This design comes from an exercise in tuning for small area, a short achievable clock period and few clock cycles per item on the open sky130 flow, not from production work. Where RTL was checked, it was by simulation tests only, not by an equivalence proof against the original. No activity file was given, so power comes from the tool's default toggle rates.

==> inputs of harbor <==
==> flow/design.v <==
`timescale 1ns/1ns
module descriptor_dispatch #(
    parameter int MODEL_DEPTH = 16,
    parameter int MAX_OUT     = 3
) (
    input  logic        interface_clk,
    input  logic        rst,
    input  logic        i_load_valid,
    input  logic [72:0] i_load_word,    
    input  logic [1:0]  i_delivered,    
    output logic        o_load_ready,
    output logic        o_wr_en,
    output logic [3:0]  o_wr_addr,
    output logic [63:0] o_wr_desc,
    output logic        o_query_v,      
    output logic [7:0]  o_word_id,
    output logic [63:0] o_word_desc,
    output logic [4:0]  o_model_count   
);
    localparam logic [4:0] FULL_COUNT = 5'(MODEL_DEPTH);
    logic        ready_q;
    logic        accept;
    logic        accept_q;
    logic        query_v;
    logic [7:0]  word_id;
    logic [63:0] word_desc;
    logic [4:0]  model_count;
    logic        port_ptr;
    logic [1:0]  out_cnt [2];
    logic [1:0]  out_cnt_d [2];
    logic        port_ptr_d;
    assign o_load_ready = ready_q;
    assign accept       = i_load_valid & ready_q;
    assign accept_q     = accept & i_load_word[72];
    always_comb begin
        port_ptr_d = port_ptr ^ accept_q;
        for (int e = 0; e < 2; e++) begin
            out_cnt_d[e] = out_cnt[e] + 2'((accept_q && port_ptr == 1'(e)) ? 1 : 0)
                                      - 2'(i_delivered[e] ? 1 : 0);
        end
    end
    always_ff @(posedge interface_clk) begin
        if (rst) begin
            ready_q     <= 1'b1;
            query_v     <= 1'b0;
            port_ptr    <= 1'b0;
            out_cnt[0]  <= '0;
            out_cnt[1]  <= '0;
            model_count <= '0;
        end else begin
            ready_q     <= (out_cnt_d[port_ptr_d] != 2'(MAX_OUT));
            query_v     <= accept_q;
            port_ptr    <= port_ptr_d;
            out_cnt[0]  <= out_cnt_d[0];
            out_cnt[1]  <= out_cnt_d[1];
            if (o_wr_en) begin
                model_count <= model_count + 1'b1;
            end
        end
    end
    always_ff @(posedge interface_clk) begin
        word_id   <= i_load_word[71:64];
        word_desc <= i_load_word[63:0];
    end
    assign o_wr_en       = accept & ~i_load_word[72] & (model_count != FULL_COUNT);
    assign o_wr_addr     = model_count[3:0];
    assign o_wr_desc     = i_load_word[63:0];
    assign o_query_v     = query_v;
    assign o_word_id     = word_id;
    assign o_word_desc   = word_desc;
    assign o_model_count = model_count;
endmodule
`timescale 1ns/1ns
module model_descriptor_memory #(
    parameter int MODEL_DEPTH = 16
) (
    input  logic                      interface_clk,
    input  logic                      i_wr_en,
    input  logic [3:0]                i_wr_addr,
    input  logic [63:0]               i_wr_desc,
    output logic [64*MODEL_DEPTH-1:0] o_models
);
    for (genvar i = 0; i < MODEL_DEPTH; i++) begin : g_entry
        always_ff @(posedge interface_clk) begin
            if (i_wr_en && i_wr_addr == 4'(i)) begin
                o_models[64*i +: 64] <= i_wr_desc;
            end
        end
    end
endmodule
`timescale 1ns/1ns
module bfm_min4 (
    input  logic [27:0] i_dist,    
    input  logic [3:1]  i_valid,   
    output logic [6:0]  o_dist,
    output logic [1:0]  o_index
);
    logic [6:0] d [4];
    logic b10, b20, b30, b21, b31, b32;
    logic w0, w1, w2, w3;
    always_comb begin
        for (int k = 0; k < 4; k++) d[k] = i_dist[7*k +: 7];
    end
    assign b10 = i_valid[1] & (d[1] < d[0]);
    assign b20 = i_valid[2] & (d[2] < d[0]);
    assign b30 = i_valid[3] & (d[3] < d[0]);
    assign b21 = i_valid[2] & (d[2] < d[1]);
    assign b31 = i_valid[3] & (d[3] < d[1]);
    assign b32 = i_valid[3] & (d[3] < d[2]);
    assign w0 = ~b10 & ~b20 & ~b30;
    assign w1 =  b10 & ~b21 & ~b31;
    assign w2 =  b20 &  b21 & ~b32;
    assign w3 =  b30 &  b31 &  b32;
    assign o_dist  = ({7{w0}} & d[0]) | ({7{w1}} & d[1]) | ({7{w2}} & d[2]) | ({7{w3}} & d[3]);
    assign o_index = {w2 | w3, w1 | w3};
endmodule
module memory_read_arbiter #(
    parameter int MODEL_DEPTH = 16
) (
    input  logic                     interface_clk,
    input  logic [7*MODEL_DEPTH-1:0] i_dist,
    input  logic [4:0]               i_model_count,
    output logic [3:0]               o_index,
    output logic [6:0]               o_dist
);
    localparam logic [6:0] NO_MODEL_DIST = 7'h7f;
    logic [6:0] d1 [4];
    logic [1:0] i1 [4];
    for (genvar g = 0; g < 4; g++) begin : g_l1
        bfm_min4 u_min (
            .i_dist  (i_dist[28*g +: 28]),
            .i_valid ({i_model_count > 5'(4*g+3), i_model_count > 5'(4*g+2), i_model_count > 5'(4*g+1)}),
            .o_dist  (d1[g]),
            .o_index (i1[g])
        );
    end
    logic [6:0] d1_q [4];
    logic [1:0] i1_q [4];
    logic [3:1] v_q;
    logic       none_q;
    always_ff @(posedge interface_clk) begin
        for (int g = 0; g < 4; g++) begin
            d1_q[g] <= d1[g];
            i1_q[g] <= i1[g];
        end
        v_q    <= {i_model_count > 5'd12, i_model_count > 5'd8, i_model_count > 5'd4};
        none_q <= (i_model_count == 5'd0);
    end
    logic [6:0] d2;
    logic [1:0] i2;
    bfm_min4 u_min2 (
        .i_dist  ({d1_q[3], d1_q[2], d1_q[1], d1_q[0]}),
        .i_valid (v_q),
        .o_dist  (d2),
        .o_index (i2)
    );
    always_comb begin
        o_index = {i2, i1_q[i2]};
        o_dist  = none_q ? NO_MODEL_DIST : d2;
    end
endmodule
`timescale 1ns/1ns
module match_engine (
    input  logic        interface_clk,
    input  logic [63:0] i_query_desc,
    input  logic [63:0] i_model_desc,
    output logic [6:0]  o_dist
);
    logic [63:0] diff;
    logic [19:0] part_d;
    logic [19:0] part_q;
    logic [6:0]  dist_d;
    assign diff = i_query_desc ^ i_model_desc;
    for (genvar g = 0; g < 4; g++) begin : g_pc
        bfm_popcount16 u_pc (.a(diff[16*g +: 16]), .y(part_d[5*g +: 5]));
    end
    bfm_sum4x5 u_sum (
        .a0 (part_q[4:0]),
        .a1 (part_q[9:5]),
        .a2 (part_q[14:10]),
        .a3 (part_q[19:15]),
        .y  (dist_d)
    );
    always_ff @(posedge interface_clk) begin
        part_q <= part_d;
        o_dist <= dist_d;
    end
endmodule
module bfm_popcount16 (
    input  logic [15:0] a,
    output logic [4:0] y
);
    logic s1, c2, s3, c4, s5, c6, s7, c8, s9, c10, s11, c12, s13, c14, s15, c16, s17, c18, s19, c20, s21, c22, s23, c24, s25, c26, s27, c28, s29, c30;
    assign {c2, s1} = a[0] + a[1] + a[2];
    assign {c4, s3} = a[3] + a[4] + a[5];
    assign {c6, s5} = a[6] + a[7] + a[8];
    assign {c8, s7} = a[9] + a[10] + a[11];
    assign {c10, s9} = a[12] + a[13] + a[14];
    assign {c12, s11} = a[15] + s1 + s3;
    assign {c14, s13} = s5 + s7 + s9;
    assign {c16, s15} = s11 + s13;
    assign {c18, s17} = c2 + c4 + c6;
    assign {c20, s19} = c8 + c10 + c12;
    assign {c22, s21} = c14 + s17 + c16;
    assign {c24, s23} = s19 + s21;
    assign {c26, s25} = c18 + c20 + c22;
    assign {c28, s27} = c24 + s25;
    assign {c30, s29} = c26 + c28;
    assign y[0] = s15;   
    assign y[1] = s23;   
    assign y[2] = s27;   
    assign y[3] = s29;   
    assign y[4] = c30;   
endmodule
module bfm_sum4x5 (
    input  logic [4:0] a0, a1, a2, a3,
    output logic [6:0] y
);
    logic s1, c2, s3, c4, s5, c6, s7, c8, s9, c10, s11, c12, s13, c14, s15, c16, s17, c18;
    assign {c2, s1} = a0[0] + a1[0] + a2[0];
    assign {c4, s3} = a0[1] + a1[1] + a2[1];
    assign {c6, s5} = a3[1] + c2 + s3;
    assign {c8, s7} = a0[2] + a1[2] + a2[2];
    assign {c10, s9} = a3[2] + c4 + s7;
    assign {c12, s11} = a0[3] + a1[3] + a2[3];
    assign {c14, s13} = a3[3] + c8 + s11;
    assign {c16, s15} = a0[4] + a1[4] + a2[4];
    assign {c18, s17} = a3[4] + c12 + s15;
    assign y = {1'b0, c16, c14, c10, c6, s5, a3[0]} + {1'b0, c18, s17, s13, s9, 1'b0, s1};   
endmodule
`timescale 1ns/1ns
module brute_force_matcher (
    input  logic        interface_clk,
    input  logic        rst,
    input  logic        i_load_valid,
    input  logic [72:0] i_load_word,     
    input  logic [1:0]  i_match_ready,
    output logic        o_load_ready,
    output logic [1:0]  o_match_valid,
    output logic [37:0] o_match          
);
    localparam int MODEL_DEPTH = 16;
    logic                      wr_en;
    logic [3:0]                wr_addr;
    logic [63:0]               wr_desc;
    logic                      q0_v;
    logic [7:0]                q0_id;
    logic [63:0]               word_desc;
    logic [4:0]                q0_cnt;
    logic [64*MODEL_DEPTH-1:0] models;
    logic [7*MODEL_DEPTH-1:0]  dists;
    logic [1:0]                delivered;
    assign delivered = o_match_valid & i_match_ready;
    descriptor_dispatch #(
        .MODEL_DEPTH (MODEL_DEPTH),
        .MAX_OUT     (3)
    ) u_dispatch (
        .interface_clk (interface_clk),
        .rst           (rst),
        .i_load_valid  (i_load_valid),
        .i_load_word   (i_load_word),
        .i_delivered   (delivered),
        .o_load_ready  (o_load_ready),
        .o_wr_en       (wr_en),
        .o_wr_addr     (wr_addr),
        .o_wr_desc     (wr_desc),
        .o_query_v     (q0_v),
        .o_word_id     (q0_id),
        .o_word_desc   (word_desc),
        .o_model_count (q0_cnt)
    );
    model_descriptor_memory #(
        .MODEL_DEPTH (MODEL_DEPTH)
    ) u_memory (
        .interface_clk (interface_clk),
        .i_wr_en       (wr_en),
        .i_wr_addr     (wr_addr),
        .i_wr_desc     (wr_desc),
        .o_models      (models)
    );
    for (genvar i = 0; i < MODEL_DEPTH; i++) begin : g_engine
        match_engine u_engine (
            .interface_clk (interface_clk),
            .i_query_desc  (word_desc),
            .i_model_desc  (models[64*i +: 64]),
            .o_dist        (dists[7*i +: 7])
        );
    end
    logic       q1_v, q2_v, q3_v;
    logic [7:0] q1_id, q2_id, q3_id;
    logic [4:0] q1_cnt, q2_cnt;
    always_ff @(posedge interface_clk) begin
        if (rst) begin
            q1_v <= 1'b0;
            q2_v <= 1'b0;
            q3_v <= 1'b0;
        end else begin
            q1_v <= q0_v;
            q2_v <= q1_v;
            q3_v <= q2_v;
        end
    end
    always_ff @(posedge interface_clk) begin
        q1_id  <= q0_id;
        q2_id  <= q1_id;
        q3_id  <= q2_id;
        q1_cnt <= q0_cnt;
        q2_cnt <= q1_cnt;
    end
    logic [3:0] best_index;
    logic [6:0] best_dist;
    memory_read_arbiter #(
        .MODEL_DEPTH (MODEL_DEPTH)
    ) u_select (
        .interface_clk (interface_clk),
        .i_dist        (dists),
        .i_model_count (q2_cnt),
        .o_index       (best_index),
        .o_dist        (best_dist)
    );
    logic        res_port;
    logic [18:0] res;
    assign res = {q3_id, best_index, best_dist};
    always_ff @(posedge interface_clk) begin
        if (rst) begin
            res_port <= 1'b0;
        end else if (q3_v) begin
            res_port <= ~res_port;
        end
    end
    for (genvar e = 0; e < 2; e++) begin : g_port
        logic        push;
        logic        pop;
        logic        out_free;
        logic        moved;
        logic        out_v;
        logic [18:0] out_d;
        logic        s0_v, s1_v;
        logic [18:0] s0_d, s1_d;
        assign push     = q3_v & (res_port == 1'(e));
        assign pop      = out_v & i_match_ready[e];
        assign out_free = ~out_v | pop;
        assign moved    = out_free & s0_v;
        always_ff @(posedge interface_clk) begin
            if (rst) begin
                out_v <= 1'b0;
                s0_v  <= 1'b0;
                s1_v  <= 1'b0;
            end else begin
                out_v <= ~out_free | s0_v | push;
                if (moved) begin
                    s0_v <= s1_v | push;
                    s1_v <= s1_v & push;
                end else if (!(out_free && push)) begin
                    s0_v <= s0_v | push;
                    s1_v <= s1_v | (s0_v & push);
                end
            end
        end
        always_ff @(posedge interface_clk) begin
            if (out_free) begin
                out_d <= s0_v ? s0_d : res;
            end
            if (moved || !s0_v) begin
                s0_d <= (moved && s1_v) ? s1_d : res;
            end
            if (push) begin
                s1_d <= res;
            end
        end
        assign o_match_valid[e]   = out_v;
        assign o_match[19*e +: 19] = out_d;
    end
endmodule
==> flow/flow/run.sh <==
#!/bin/bash
# Standard ORFS layout (the standard.sh, standard synthesis unchanged), with the timing
# repair aimed below the clock period: repair_timing works until every path has this much
# setup slack at the design's 9.5 ns clock, i.e. a path of at most 9.5 - margin ns.
set -euo pipefail
MARGIN=6.0
bash standard.sh SETUP_SLACK_MARGIN=$MARGIN finish > standard_make.log 2>&1
==> flow/standard.sh <==
#!/bin/bash
# synth_recipe.tcl (not shown) runs the flow's synth.tcl, then flattens the netlist and writes it again
# the make line also repeats each setting of config.mk as NAME=value (left out here)
make -C /OpenROAD-flow-scripts/flow DESIGN_CONFIG=/design/flow/config.mk WORK_HOME=/design/flow/orfs CLKGATE_MAP_FILE= SYNTH_SCRIPT=/design/flow/synth_recipe.tcl "${@:-finish}"
==> flow/config.mk <==
export PLATFORM = sky130hd
export DESIGN_NAME = brute_force_matcher
export DESIGN_NICKNAME = brute_force_matcher
export VERILOG_FILES = /design/flow/design.v
export SDC_FILE = /design/flow/constraint.sdc
export NUM_CORES = 4
export LEC_CHECK = 0
export ABC_CLOCK_PERIOD_IN_PS = 3000
export CAP_MARGIN = 20
export CORE_MARGIN = 2
export CORE_UTILIZATION = 40
export SETUP_SLACK_MARGIN = 5
export SLEW_MARGIN = 20
export TNS_END_PERCENT = 100
==> flow/constraint.sdc <==
create_clock -name core_clock -period 9.5 [get_ports {interface_clk}]
set_input_delay 1.9000 -clock core_clock [delete_from_list [all_inputs] [get_ports {interface_clk}]]
set_output_delay 1.9000 -clock core_clock [all_outputs]
set_load 0.01 [all_outputs]
==> xenon: changes against harbor <==
==> flow/design.v, changed modules only <==
module descriptor_dispatch #(
    parameter int MODEL_DEPTH = 16,
    parameter int MAX_OUT     = 3
) (
    input  logic        interface_clk,
    input  logic        rst,
    input  logic        i_load_valid,
    input  logic [72:0] i_load_word,    
    input  logic [1:0]  i_delivered,    
    output logic        o_load_ready,
    output logic        o_wr_en,
    output logic [3:0]  o_wr_addr,
    output logic        o_query_v,      
    output logic [7:0]  o_word_id,
    output logic [63:0] o_word_desc,
    output logic [4:0]  o_model_count   
);
    localparam logic [4:0] FULL_COUNT = 5'(MODEL_DEPTH);
    logic        ready_q;
    logic        accept;
    logic        accept_q;
    logic        model_v;
    logic        query_v;
    logic [7:0]  word_id;
    logic [63:0] word_desc;
    logic [4:0]  model_count;
    logic        port_ptr;
    logic [1:0]  out_cnt [2];
    logic [1:0]  out_cnt_d [2];
    logic        port_ptr_d;
    assign o_load_ready = ready_q;
    assign accept       = i_load_valid & ready_q;
    assign accept_q     = accept & i_load_word[72];
    always_comb begin
        port_ptr_d = port_ptr ^ accept_q;
        for (int e = 0; e < 2; e++) begin
            out_cnt_d[e] = out_cnt[e] + 2'((accept_q && port_ptr == 1'(e)) ? 1 : 0)
                                      - 2'(i_delivered[e] ? 1 : 0);
        end
    end
    always_ff @(posedge interface_clk) begin
        if (rst) begin
            ready_q     <= 1'b1;
            model_v     <= 1'b0;
            query_v     <= 1'b0;
            port_ptr    <= 1'b0;
            out_cnt[0]  <= '0;
            out_cnt[1]  <= '0;
            model_count <= '0;
        end else begin
            ready_q     <= (out_cnt_d[port_ptr_d] != 2'(MAX_OUT));
            model_v     <= accept & ~i_load_word[72];
            query_v     <= accept_q;
            port_ptr    <= port_ptr_d;
            out_cnt[0]  <= out_cnt_d[0];
            out_cnt[1]  <= out_cnt_d[1];
            if (o_wr_en) begin
                model_count <= model_count + 1'b1;
            end
        end
    end
    always_ff @(posedge interface_clk) begin
        word_id   <= i_load_word[71:64];
        word_desc <= i_load_word[63:0];
    end
    assign o_wr_en       = model_v & (model_count != FULL_COUNT);
    assign o_wr_addr     = model_count[3:0];
    assign o_query_v     = query_v;
    assign o_word_id     = word_id;
    assign o_word_desc   = word_desc;
    assign o_model_count = model_count;
endmodule
module memory_read_arbiter #(
    parameter int MODEL_DEPTH = 16
) (
    input  logic                     interface_clk,
    input  logic [7*MODEL_DEPTH-1:0] i_dist,
    input  logic [4:0]               i_model_count,
    output logic [3:0]               o_index,
    output logic [6:0]               o_dist
);
    localparam logic [6:0] NO_MODEL_DIST = 7'h7f;
    logic [6:0] d1 [8];
    logic       i1 [8];
    logic [6:0] d2 [4];
    logic [1:0] i2 [4];
    always_comb begin
        for (int j = 0; j < 8; j++) begin
            logic sel;
            sel   = (i_model_count > 5'(2*j+1)) && (i_dist[7*(2*j+1) +: 7] < i_dist[7*(2*j) +: 7]);
            d1[j] = sel ? i_dist[7*(2*j+1) +: 7] : i_dist[7*(2*j) +: 7];
            i1[j] = sel;
        end
        for (int k = 0; k < 4; k++) begin
            logic sel;
            sel   = (i_model_count > 5'(4*k+2)) && (d1[2*k+1] < d1[2*k]);
            d2[k] = sel ? d1[2*k+1] : d1[2*k];
            i2[k] = sel ? {1'b1, i1[2*k+1]} : {1'b0, i1[2*k]};
        end
    end
    logic [6:0] d2_q [4];
    logic [1:0] i2_q [4];
    logic       v4_q, v8_q, v12_q, none_q;
    always_ff @(posedge interface_clk) begin
        for (int k = 0; k < 4; k++) begin
            d2_q[k] <= d2[k];
            i2_q[k] <= i2[k];
        end
        v4_q   <= (i_model_count > 5'd4);
        v8_q   <= (i_model_count > 5'd8);
        v12_q  <= (i_model_count > 5'd12);
        none_q <= (i_model_count == 5'd0);
    end
    logic       s3a, s3b, s4;
    logic [6:0] d3a, d3b;
    logic [2:0] i3a, i3b;
    always_comb begin
        s3a = v4_q  && (d2_q[1] < d2_q[0]);
        d3a = s3a ? d2_q[1] : d2_q[0];
        i3a = s3a ? {1'b1, i2_q[1]} : {1'b0, i2_q[0]};
        s3b = v12_q && (d2_q[3] < d2_q[2]);
        d3b = s3b ? d2_q[3] : d2_q[2];
        i3b = s3b ? {1'b1, i2_q[3]} : {1'b0, i2_q[2]};
        s4  = v8_q  && (d3b < d3a);
        o_index = s4 ? {1'b1, i3b} : {1'b0, i3a};
        o_dist  = none_q ? NO_MODEL_DIST : (s4 ? d3b : d3a);
    end
endmodule
module bfm_sum4x5 (
    input  logic [4:0] a0, a1, a2, a3,
    output logic [6:0] y
);
    logic s1, c2, s3, c4, s5, c6, s7, c8, s9, c10, s11, c12, s13, c14, s15, c16, s17, c18, s19, c20, s21, c22, s23, c24, s25, c26, s27, c28, s29, c30;
    assign {c2, s1} = a0[0] + a1[0] + a2[0];
    assign {c4, s3} = a3[0] + s1;
    assign {c6, s5} = a0[1] + a1[1] + a2[1];
    assign {c8, s7} = a3[1] + c2 + s5;
    assign {c10, s9} = c4 + s7;
    assign {c12, s11} = a0[2] + a1[2] + a2[2];
    assign {c14, s13} = a3[2] + c6 + s11;
    assign {c16, s15} = c8 + s13 + c10;
    assign {c18, s17} = a0[3] + a1[3] + a2[3];
    assign {c20, s19} = a3[3] + c12 + s17;
    assign {c22, s21} = c14 + s19 + c16;
    assign {c24, s23} = a0[4] + a1[4] + a2[4];
    assign {c26, s25} = a3[4] + c18 + s23;
    assign {c28, s27} = c20 + s25 + c22;
    assign {c30, s29} = c24 + c26 + c28;
    assign y[0] = s3;   
    assign y[1] = s9;   
    assign y[2] = s15;   
    assign y[3] = s21;   
    assign y[4] = s27;   
    assign y[5] = s29;   
    assign y[6] = c30;   
endmodule
module brute_force_matcher (
    input  logic        interface_clk,
    input  logic        rst,
    input  logic        i_load_valid,
    input  logic [72:0] i_load_word,     
    input  logic [1:0]  i_match_ready,
    output logic        o_load_ready,
    output logic [1:0]  o_match_valid,
    output logic [37:0] o_match          
);
    localparam int MODEL_DEPTH = 16;
    logic                      wr_en;
    logic [3:0]                wr_addr;
    logic                      q0_v;
    logic [7:0]                q0_id;
    logic [63:0]               word_desc;
    logic [4:0]                q0_cnt;
    logic [64*MODEL_DEPTH-1:0] models;
    logic [7*MODEL_DEPTH-1:0]  dists;
    logic [1:0]                delivered;
    assign delivered = o_match_valid & i_match_ready;
    descriptor_dispatch #(
        .MODEL_DEPTH (MODEL_DEPTH),
        .MAX_OUT     (3)
    ) u_dispatch (
        .interface_clk (interface_clk),
        .rst           (rst),
        .i_load_valid  (i_load_valid),
        .i_load_word   (i_load_word),
        .i_delivered   (delivered),
        .o_load_ready  (o_load_ready),
        .o_wr_en       (wr_en),
        .o_wr_addr     (wr_addr),
        .o_query_v     (q0_v),
        .o_word_id     (q0_id),
        .o_word_desc   (word_desc),
        .o_model_count (q0_cnt)
    );
    model_descriptor_memory #(
        .MODEL_DEPTH (MODEL_DEPTH)
    ) u_memory (
        .interface_clk (interface_clk),
        .i_wr_en       (wr_en),
        .i_wr_addr     (wr_addr),
        .i_wr_desc     (word_desc),
        .o_models      (models)
    );
    for (genvar i = 0; i < MODEL_DEPTH; i++) begin : g_engine
        match_engine u_engine (
            .interface_clk (interface_clk),
            .i_query_desc  (word_desc),
            .i_model_desc  (models[64*i +: 64]),
            .o_dist        (dists[7*i +: 7])
        );
    end
    logic       q1_v, q2_v, q3_v;
    logic [7:0] q1_id, q2_id, q3_id;
    logic [4:0] q1_cnt, q2_cnt;
    always_ff @(posedge interface_clk) begin
        if (rst) begin
            q1_v <= 1'b0;
            q2_v <= 1'b0;
            q3_v <= 1'b0;
        end else begin
            q1_v <= q0_v;
            q2_v <= q1_v;
            q3_v <= q2_v;
        end
    end
    always_ff @(posedge interface_clk) begin
        q1_id  <= q0_id;
        q2_id  <= q1_id;
        q3_id  <= q2_id;
        q1_cnt <= q0_cnt;
        q2_cnt <= q1_cnt;
    end
    logic [3:0] best_index;
    logic [6:0] best_dist;
    memory_read_arbiter #(
        .MODEL_DEPTH (MODEL_DEPTH)
    ) u_select (
        .interface_clk (interface_clk),
        .i_dist        (dists),
        .i_model_count (q2_cnt),
        .o_index       (best_index),
        .o_dist        (best_dist)
    );
    logic        res_port;
    logic [18:0] res;
    assign res = {q3_id, best_index, best_dist};
    always_ff @(posedge interface_clk) begin
        if (rst) begin
            res_port <= 1'b0;
        end else if (q3_v) begin
            res_port <= ~res_port;
        end
    end
    for (genvar e = 0; e < 2; e++) begin : g_port
        logic        push;
        logic        pop;
        logic        out_free;
        logic        moved;
        logic        out_v;
        logic [18:0] out_d;
        logic        s0_v, s1_v;
        logic [18:0] s0_d, s1_d;
        assign push     = q3_v & (res_port == 1'(e));
        assign pop      = out_v & i_match_ready[e];
        assign out_free = ~out_v | pop;
        assign moved    = out_free & s0_v;
        always_ff @(posedge interface_clk) begin
            if (rst) begin
                out_v <= 1'b0;
                s0_v  <= 1'b0;
                s1_v  <= 1'b0;
            end else begin
                out_v <= ~out_free | s0_v | push;
                if (moved) begin
                    s0_v <= s1_v | push;
                    s1_v <= s1_v & push;
                end else if (!(out_free && push)) begin
                    s0_v <= s0_v | push;
                    s1_v <= s1_v | (s0_v & push);
                end
            end
        end
        always_ff @(posedge interface_clk) begin
            if (out_free) begin
                out_d <= s0_v ? s0_d : res;
            end
            if (moved || !s0_v) begin
                s0_d <= (moved && s1_v) ? s1_d : res;
            end
            if (push) begin
                s1_d <= res;
            end
        end
        assign o_match_valid[e]   = out_v;
        assign o_match[19*e +: 19] = out_d;
    end
endmodule
// module bfm_min4 removed
==> flow/run.sh (new file) <==
#!/bin/bash
# synth_recipe.tcl (not shown) runs the flow's synth.tcl, then flattens the netlist and writes it again
# the make line also repeats each setting of config.mk as NAME=value (left out here)
make -C /OpenROAD-flow-scripts/flow DESIGN_CONFIG=/design/flow/config.mk WORK_HOME=/design/flow/orfs CLKGATE_MAP_FILE= SYNTH_SCRIPT=/design/flow/synth_recipe.tcl finish
removed: flow/flow/run.sh
removed: flow/standard.sh
==> run_results.csv <==
group,metric,value,unit
pwr,power.internal,17900,uW
timing,tightest_slew,1169,ps
detailed_routing,met3_length,9.465,mm
finish,multi_input_gates,2924,
timing,rsz0062_at_grt,"no",
finish,drive_above_1_share,0.08918,
synth,synth_seq_cells,1739,
setup_path,reg2reg_slack,5260,ps
setup_path,start_kind,"flip-flop",
run_status,outcome,"finished clean",
timing,slew_headroom,0.2209,
finish,clockBufferCount,272,
finish,final_cell_mix,"edfxtp_1 (1138), xnor2_1 (1030), fa_1 (912), inv_1 (689), dfxtp_1 (537)",
floorplanning,start_util,0.4028,
pwr,power_switching,9724,uW
pwr,power_leader,"sequential cells",
detailed_routing,wl_per_cell,23.48,um
place,dp_slack,4721,ps
pwr,total_power,27620,uW
setup_path,reg2reg_from,"q2_cnt[3]",
That was xenon.
==> run_results.csv <==
group,metric,value,unit
run_status,outcome,"finished clean",
pwr,power_switching,13870,uW
pwr,power.internal,20100,uW
floorplanning,start_util,0.4017,
setup_path,reg2reg_slack,5880,ps
setup_path,start_kind,"input pin",
finish,drive_above_1_share,0.2581,
setup_path,reg2reg_from,"u_dispatch.word_desc[32]",
timing,rsz0062_at_grt,"yes",
pwr,power_leader,"combinational cells",
finish,multi_input_gates,3289,
detailed_routing,met3_length,18.43,mm
That was harbor.
Testbench counts of xenon, summed over its fixed seeds: cycles 1,360, queries 1,024.
No functional check of the RTL was part of harbor.

static timing again, ports no longer ideal:
How much do the figures lean on ideal ports? The routed layouts below were timed once more, with nothing changed but the port constraints.
Step 1 sets driving cells, clkbuf_16 on the clock port and buf_2 on the other inputs (assumed; they add their load-dependent delay and slew).
Step 2, shift: input delay + t, output delay - t, t = (earliest + latest rising clock arrival at the registers) / 2. This alone moves slack from input paths to output paths.
a / b / c = ideal / step 1 / step 2; a / b = the first two.
| run | t, ns | setup WS [ns] | cell pins on the clock port's net |
|---|---|---|---|
| harbor | 0.917 | 5.825 / 5.880 / 4.973 | 1 |
| xenon | 0.894 | 5.263 / 5.263 / 4.722 | 1 |
After both steps setup and hold are still met in every run listed. The setup slack of harbor, which loses most, moves by +0.055 ns with the drivers and by -0.852 ns with both steps.
